This design comes from an exercise in tuning for small area, a short achievable clock period and few clock cycles per item on the open sky130 flow, not from production work.
At most, simulation tests tie the RTL to the original design; equivalence was not proved.
Power and IR drop assume default switching activity.

// scalar_kalman_filter
module scalar_kalman_filter (
  input  logic                 clk,
  input  logic                 rst,
  input  logic                 cfg_we,
  input  logic [2:0]           cfg_index,
  input  logic [31:0]          cfg_data,
  input  logic                 obs_valid,
  output logic                 obs_ready,
  input  logic [31:0]          obs_observation,
  input  logic                 obs_restart,
  output logic                 res_valid,
  input  logic                 res_ready,
  output logic [31:0]          res_estimate,
  output logic [16:0]          res_gain,
  output logic [31:0]          res_error_variance
);
Size in the first run: about 4700 cells after synthesis, roughly 410 flip-flops, about 160 I/O pins.
Settings: LEC_CHECK=0, CAP_MARGIN=20, CORE_MARGIN=2, CORE_UTILIZATION=40, SETUP_SLACK_MARGIN=5, SLEW_MARGIN=20; clock period 11.0 ns.
run.sh (not shown) runs the stock make flow with config.mk's settings and CLKGATE_MAP_FILE= SYNTH_SCRIPT=/design/flow/synth_recipe.tcl, a recipe that flattens the netlist after the stock synthesis.
The first run ran to the end with no violations.
Change:
--- a/flow/design.v
+++ b/flow/design.v
@@ -31,39 +31,37 @@
   logic [1:0]  qd_q;      
   logic [49:0] xacc;      
   logic [48:0] uacc;      
   logic fin, fire, start, accept, iter, acc;
   assign fin    = busy && (cnt == 4'd9);
   assign fire   = fin && res_ready;
   assign start  = obs_full && (fire || !busy);
   assign obs_ready = !obs_full;
   assign accept = obs_valid && obs_ready;
   assign iter   = busy && !cnt[3];
   assign acc    = busy && (cnt != 4'd0) && (cnt != 4'd9);
-  logic        xcorr;
   logic [31:0] est_new, var_new;
-  assign xcorr   = dif[32] && (xacc[15:0] != 16'd0);
-  assign est_new = xacc[47:16] + {31'd0, xcorr};
+  assign est_new = xacc[47:16];
   assign var_new = uacc[47:16];
   logic [31:0] x_b, p_b;
   logic [32:0] dif_nx;
   logic [32:0] pm_raw;
   logic [33:0] den_raw;
   logic [32:0] den_sat;
   logic [31:0] pm_nx;
   logic [32:0] den_nx;
   logic        r0, one_nx;
   assign x_b    = obs_rs_q ? cfg_x0 : est_new;
   assign p_b    = obs_rs_q ? cfg_p0 : var_new;
   assign dif_nx = obs_rs_q ? ({obs_q[31], obs_q} - {cfg_x0[31], cfg_x0})
-                           : ({obs_q[31], obs_q} + ~xacc[48:16] + {32'd0, !xcorr});
+                           : ({obs_q[31], obs_q} - xacc[48:16]);
   assign pm_raw  = {1'b0, p_b} + {1'b0, cfg_q};
   logic [33:0] dn_s, dn_c;
   assign dn_s    = {2'b0, p_b ^ cfg_q ^ cfg_r};
   assign dn_c    = {1'b0, (p_b & cfg_q) | (p_b & cfg_r) | (cfg_q & cfg_r), 1'b0};
   assign den_raw = dn_s + dn_c;
   assign den_sat = {1'b0, 32'hFFFF_FFFF} + {1'b0, cfg_r};
   assign pm_nx   = pm_raw[32] ? 32'hFFFF_FFFF : pm_raw[31:0];
   assign den_nx  = pm_raw[32] ? den_sat : den_raw[32:0];
   assign r0      = (cfg_r == 32'd0);
   assign one_nx  = r0 && ((p_b != 32'd0) || (cfg_q != 32'd0));
   logic [35:0] r4, t1, t2, t3;
@@ -95,23 +93,23 @@
     unique case (qd)
       2'd3:    rem_nx = t3[32:0];
       2'd2:    rem_nx = t2[32:0];
       2'd1:    rem_nx = t1[32:0];
       default: rem_nx = r4[32:0];
     endcase
   end
   logic [49:0] xacc_nx;
   logic [48:0] uacc_nx;
   logic [49:0] xa, xb, xs3, xc3;
   logic [48:0] ua, ub, us3, uc3;
-  assign xa  = {xacc[47:0], 2'b00};
+  assign xa  = {xacc[47:0], dif[32], dif[32]};
   assign xb  = qd_q[1] ? {{16{dif[32]}}, dif, 1'b0} : 50'd0;
   assign xs3 = xa ^ xb ^ (qd_q[0] ? {{17{dif[32]}}, dif} : 50'd0);
   assign xc3 = {(xa[48:0] & xb[48:0]) | ((xa[48:0] | xb[48:0]) & (qd_q[0] ? {{16{dif[32]}}, dif} : 49'd0)), 1'b0};
   assign xacc_nx = xs3 + xc3;
   assign ua  = {uacc[46:0], 2'b00};
   assign ub  = qd_q[1] ? ~{16'd0, pm_q, 1'b0} : 49'd0;
   logic [48:0] u3;
   assign u3  = qd_q[0] ? ~{17'd0, pm_q} : 49'd0;
   assign us3 = ua ^ ub ^ u3;
   assign uc3 = {(ua[47:0] & ub[47:0]) | ((ua[47:0] | ub[47:0]) & u3[47:0]), qd_q[1]};
   assign uacc_nx = us3 + uc3 + {48'd0, qd_q[0]};
Outcome:
- utilization fell by 0.22 points
- die area went down by 1.9%
- count of clock-buffer cells in the layout climbs by 5
- via count fell by 5.6%
- register-to-register slack is better by 40 ps
- worst setup slack gains 350 ps
- power decreases by 3.7%
- synthesized area falls by 1.9%
- design area drops by 2.2%
Testbench counts after the change, summed over its fixed seeds: cycles 16,016, items 1,600.
No functional check of the RTL was part of the first run of this note.

---

## job 101
The RTL this note starts from:
==> flow/design.v <==
module scalar_kalman_filter (
  input  logic                 clk,
  input  logic                 rst,
  input  logic                 cfg_we,
  input  logic [2:0]           cfg_index,
  input  logic [31:0]          cfg_data,
  input  logic                 obs_valid,
  output logic                 obs_ready,
  input  logic [31:0]          obs_observation,
  input  logic                 obs_restart,
  output logic                 res_valid,
  input  logic                 res_ready,
  output logic [31:0]          res_estimate,
  output logic [16:0]          res_gain,
  output logic [31:0]          res_error_variance
);
  logic [31:0] cfg_r, cfg_q, cfg_x0, cfg_p0;
  logic        res_vld;
  logic [31:0] obs_q;
  logic        obs_rs_q;
  logic        obs_full;
  logic        busy;
  logic [3:0]  cnt;
  logic [32:0] rem;       
  logic [32:0] den;       
  logic [31:0] pm_q;      
  logic [32:0] dif;       
  logic        r0_q;      
  logic        one_q;     
  logic [15:0] kd;        
  logic [1:0]  qd_q;      
  logic [49:0] xacc;      
  logic [48:0] uacc;      
  logic fin, fire, start, accept, iter, acc;
  assign fin    = busy && (cnt == 4'd9);
  assign fire   = fin && res_ready;
  assign start  = obs_full && (fire || !busy);
  assign obs_ready = !obs_full;
  assign accept = obs_valid && obs_ready;
  assign iter   = busy && !cnt[3];
  assign acc    = busy && (cnt != 4'd0) && (cnt != 4'd9);
  logic [31:0] est_new, var_new;
  assign est_new = xacc[47:16];
  assign var_new = uacc[47:16];
  logic [31:0] x_b, p_b;
  logic [32:0] dif_nx;
  logic [32:0] pm_raw;
  logic [33:0] den_raw;
  logic [32:0] den_sat;
  logic [31:0] pm_nx;
  logic [32:0] den_nx;
  logic        r0, one_nx;
  assign x_b    = obs_rs_q ? cfg_x0 : est_new;
  assign p_b    = obs_rs_q ? cfg_p0 : var_new;
  assign dif_nx = {obs_q[31], obs_q} - (obs_rs_q ? {cfg_x0[31], cfg_x0} : xacc[48:16]);
  assign pm_raw  = {1'b0, p_b} + {1'b0, cfg_q};
  logic [33:0] dn_s, dn_c;
  assign dn_s    = {2'b0, p_b ^ cfg_q ^ cfg_r};
  assign dn_c    = {1'b0, (p_b & cfg_q) | (p_b & cfg_r) | (cfg_q & cfg_r), 1'b0};
  assign den_raw = dn_s + dn_c;
  assign den_sat = {1'b0, 32'hFFFF_FFFF} + {1'b0, cfg_r};
  assign pm_nx   = pm_raw[32] ? 32'hFFFF_FFFF : pm_raw[31:0];
  assign den_nx  = pm_raw[32] ? den_sat : den_raw[32:0];
  assign r0      = (cfg_r == 32'd0);
  assign one_nx  = r0 && ((p_b != 32'd0) || (cfg_q != 32'd0));
  logic [35:0] r4, t1, t2, t3;
  logic [1:0]  qd;
  logic [32:0] rem_nx;
  assign r4 = {1'b0, rem, 2'b00};
  assign t1 = r4 - {3'b0, den};
  assign t2 = r4 - {2'b0, den, 1'b0};
  logic [35:0] t3a, t3b, t3s, t3c;
  assign t3a = ~{3'b0, den};
  assign t3b = ~{2'b0, den, 1'b0};
  assign t3s = r4 ^ t3a ^ t3b;
  assign t3c = {(r4[34:0] & t3a[34:0]) | (r4[34:0] & t3b[34:0]) | (t3a[34:0] & t3b[34:0]), 1'b1};
  assign t3 = t3s + t3c + 36'd1;
  always_comb begin
    if (r0_q) begin
      qd = 2'd0;
    end else if (!t3[35]) begin
      qd = 2'd3;
    end else if (!t2[35]) begin
      qd = 2'd2;
    end else if (!t1[35]) begin
      qd = 2'd1;
    end else begin
      qd = 2'd0;
    end
  end
  always_comb begin
    unique case (qd)
      2'd3:    rem_nx = t3[32:0];
      2'd2:    rem_nx = t2[32:0];
      2'd1:    rem_nx = t1[32:0];
      default: rem_nx = r4[32:0];
    endcase
  end
  logic [49:0] xacc_nx;
  logic [48:0] uacc_nx;
  logic [49:0] xa, xb, xs3, xc3;
  logic [48:0] ua, ub, us3, uc3;
  assign xa  = {xacc[47:0], dif[32], dif[32]};
  assign xb  = qd_q[1] ? {{16{dif[32]}}, dif, 1'b0} : 50'd0;
  assign xs3 = xa ^ xb ^ (qd_q[0] ? {{17{dif[32]}}, dif} : 50'd0);
  assign xc3 = {(xa[48:0] & xb[48:0]) | ((xa[48:0] | xb[48:0]) & (qd_q[0] ? {{16{dif[32]}}, dif} : 49'd0)), 1'b0};
  assign xacc_nx = xs3 + xc3;
  assign ua  = {uacc[46:0], 2'b00};
  assign ub  = qd_q[1] ? ~{16'd0, pm_q, 1'b0} : 49'd0;
  logic [48:0] u3;
  assign u3  = qd_q[0] ? ~{17'd0, pm_q} : 49'd0;
  assign us3 = ua ^ ub ^ u3;
  assign uc3 = {(ua[47:0] & ub[47:0]) | ((ua[47:0] | ub[47:0]) & u3[47:0]), qd_q[1]};
  assign uacc_nx = us3 + uc3 + {48'd0, qd_q[0]};
  always_ff @(posedge clk) begin
    if (rst) begin
      cfg_r  <= 32'd65536;
      cfg_q  <= 32'd655;
      cfg_x0 <= 32'd0;
      cfg_p0 <= 32'd65536;
    end else if (cfg_we) begin
      case (cfg_index)
        3'd0: cfg_r  <= cfg_data;
        3'd1: cfg_q  <= cfg_data;
        3'd2: cfg_x0 <= cfg_data;
        3'd3: cfg_p0 <= cfg_data;
        default: ;
      endcase
    end
  end
  always_ff @(posedge clk) begin
    if (rst) begin
      obs_full <= 1'b0;
    end else if (accept) begin
      obs_full <= 1'b1;
    end else if (start) begin
      obs_full <= 1'b0;
    end
  end
  always_ff @(posedge clk) begin
    if (accept) begin
      obs_q    <= obs_observation;
      obs_rs_q <= obs_restart;
    end
  end
  always_ff @(posedge clk) begin
    if (rst) begin
      busy <= 1'b0;
      cnt  <= 4'd0;
    end else if (start) begin
      busy <= 1'b1;
      cnt  <= 4'd0;
    end else if (fire) begin
      busy <= 1'b0;
    end else if (busy && !fin) begin
      cnt  <= cnt + 4'd1;
    end
  end
  always_ff @(posedge clk) begin
    if (rst) begin
      res_vld <= 1'b0;
    end else if (busy && (cnt == 4'd8)) begin
      res_vld <= 1'b1;
    end else if (res_ready) begin
      res_vld <= 1'b0;
    end
  end
  always_ff @(posedge clk) begin
    if (rst) begin
      xacc <= 50'd0;
      uacc <= {17'd1, 32'd0};
      dif  <= 33'd0;
    end else if (start) begin
      xacc <= one_nx ? {{18{obs_q[31]}}, obs_q} : {{18{x_b[31]}}, x_b};
      uacc <= one_nx ? 49'd0 : {17'd0, pm_nx};
      dif  <= dif_nx;
    end else if (acc) begin
      xacc <= xacc_nx;
      uacc <= uacc_nx;
    end
  end
  always_ff @(posedge clk) begin
    if (start) begin
      rem   <= {1'b0, pm_nx};
      den   <= den_nx;
      pm_q  <= pm_nx;
      r0_q  <= r0;
      one_q <= one_nx;
      kd    <= 16'd0;
      qd_q  <= 2'd0;
    end else if (iter) begin
      rem   <= rem_nx;
      kd    <= {kd[13:0], qd};
      qd_q  <= qd;
    end
  end
  assign res_valid          = res_vld;
  assign res_estimate       = est_new;
  assign res_gain           = {one_q, kd};
  assign res_error_variance = var_new;
endmodule
clock: 11.0 ns
lec_check: 0
cap_margin: 20
core_margin: 2
core_utilization: 60
setup_slack_margin: 5
slew_margin: 20
tns_end_percent: 100
Testbench counts of job 101, summed over its fixed seeds: cycles 16,016, items 1,600.
[inputs] job 102 vs job 101
--- a/flow/design.v
+++ b/flow/design.v
@@ -50,11 +50,12 @@
   logic [31:0] pm_nx;
   logic [32:0] den_nx;
   logic        r0, one_nx;
   assign x_b    = obs_rs_q ? cfg_x0 : est_new;
   assign p_b    = obs_rs_q ? cfg_p0 : var_new;
-  assign dif_nx = {obs_q[31], obs_q} - (obs_rs_q ? {cfg_x0[31], cfg_x0} : xacc[48:16]);
+  assign dif_nx = obs_rs_q ? ({obs_q[31], obs_q} - {cfg_x0[31], cfg_x0})
+                           : ({obs_q[31], obs_q} - xacc[48:16]);
   assign pm_raw  = {1'b0, p_b} + {1'b0, cfg_q};
   logic [33:0] dn_s, dn_c;
   assign dn_s    = {2'b0, p_b ^ cfg_q ^ cfg_r};
   assign dn_c    = {1'b0, (p_b & cfg_q) | (p_b & cfg_r) | (cfg_q & cfg_r), 1'b0};
   assign den_raw = dn_s + dn_c;
Results
No stage failed in job 102, and the final checks on the layout all came back clean. Job 102 and job 101 ended up with roughly the same worst hold slack. In the reports for job 102 and job 101, the smaller routing usage on met1 belongs to job 102. Changes observed in job 102 relative to job 101: fraction of area in clock buffers and inverters flat; global-route wire length before repair higher; design area picked up an extra 2.9%; utilization of the core after routing lower; synthesized instance count went up 167. Of job 102 and job 101, job 101 shows the lower area overhead of the layout relative to synthesis, with job 102 above it. | proportion of cell area occupied by multi-input gates | job 102 vs job 101 | ≈ equal |. Going from job 101 to job 102, non-clock buffer count lost about 2%; synthesized area picked up an extra 940 um^2. Looking at shortest clock period the worst path allows after layout, job 102 sits above job 101. When job 102 is set beside job 101, its wire length turns out to be 1.4% larger.
Testbench counts of job 102, summed over its fixed seeds: cycles 16,016, items 1,600.

port drivers added, routing unchanged:
In the flow no input, the clock included, has a driving cell. The finished layouts below were timed again as built, in two steps. Step 1, drivers: a clkbuf_16 drives clk and a buf_2 each remaining input, both assumed. Step 2 times the ports against the registers' clock, not the clock port: input delays grow and output delays shrink by t, the midpoint of the rising clock arrivals with the driver on. Slacks: no drivers / after step 1 / after step 2; pairs: no drivers / after step 1.
| run | t, ns | slack for setup (ns) | worst setup path after step 2 |
|---|---|---|---|
| the first run of note 1 | 0.689 | 5.072 / 5.009 / 5.383 | register to register |
| the second run of note 1 | 0.679 | 5.420 / 5.420 / 5.196 | input to register |
| job 101 | 0.656 | 5.667 / 5.667 / 5.475 | input to register |
| job 102 | 0.672 | 5.463 / 5.463 / 5.224 | input to register |
After both steps setup and hold are still met in every run listed. The setup slack of job 102, which loses most, moves by 0.000 ns with the drivers and by -0.239 ns with both steps.
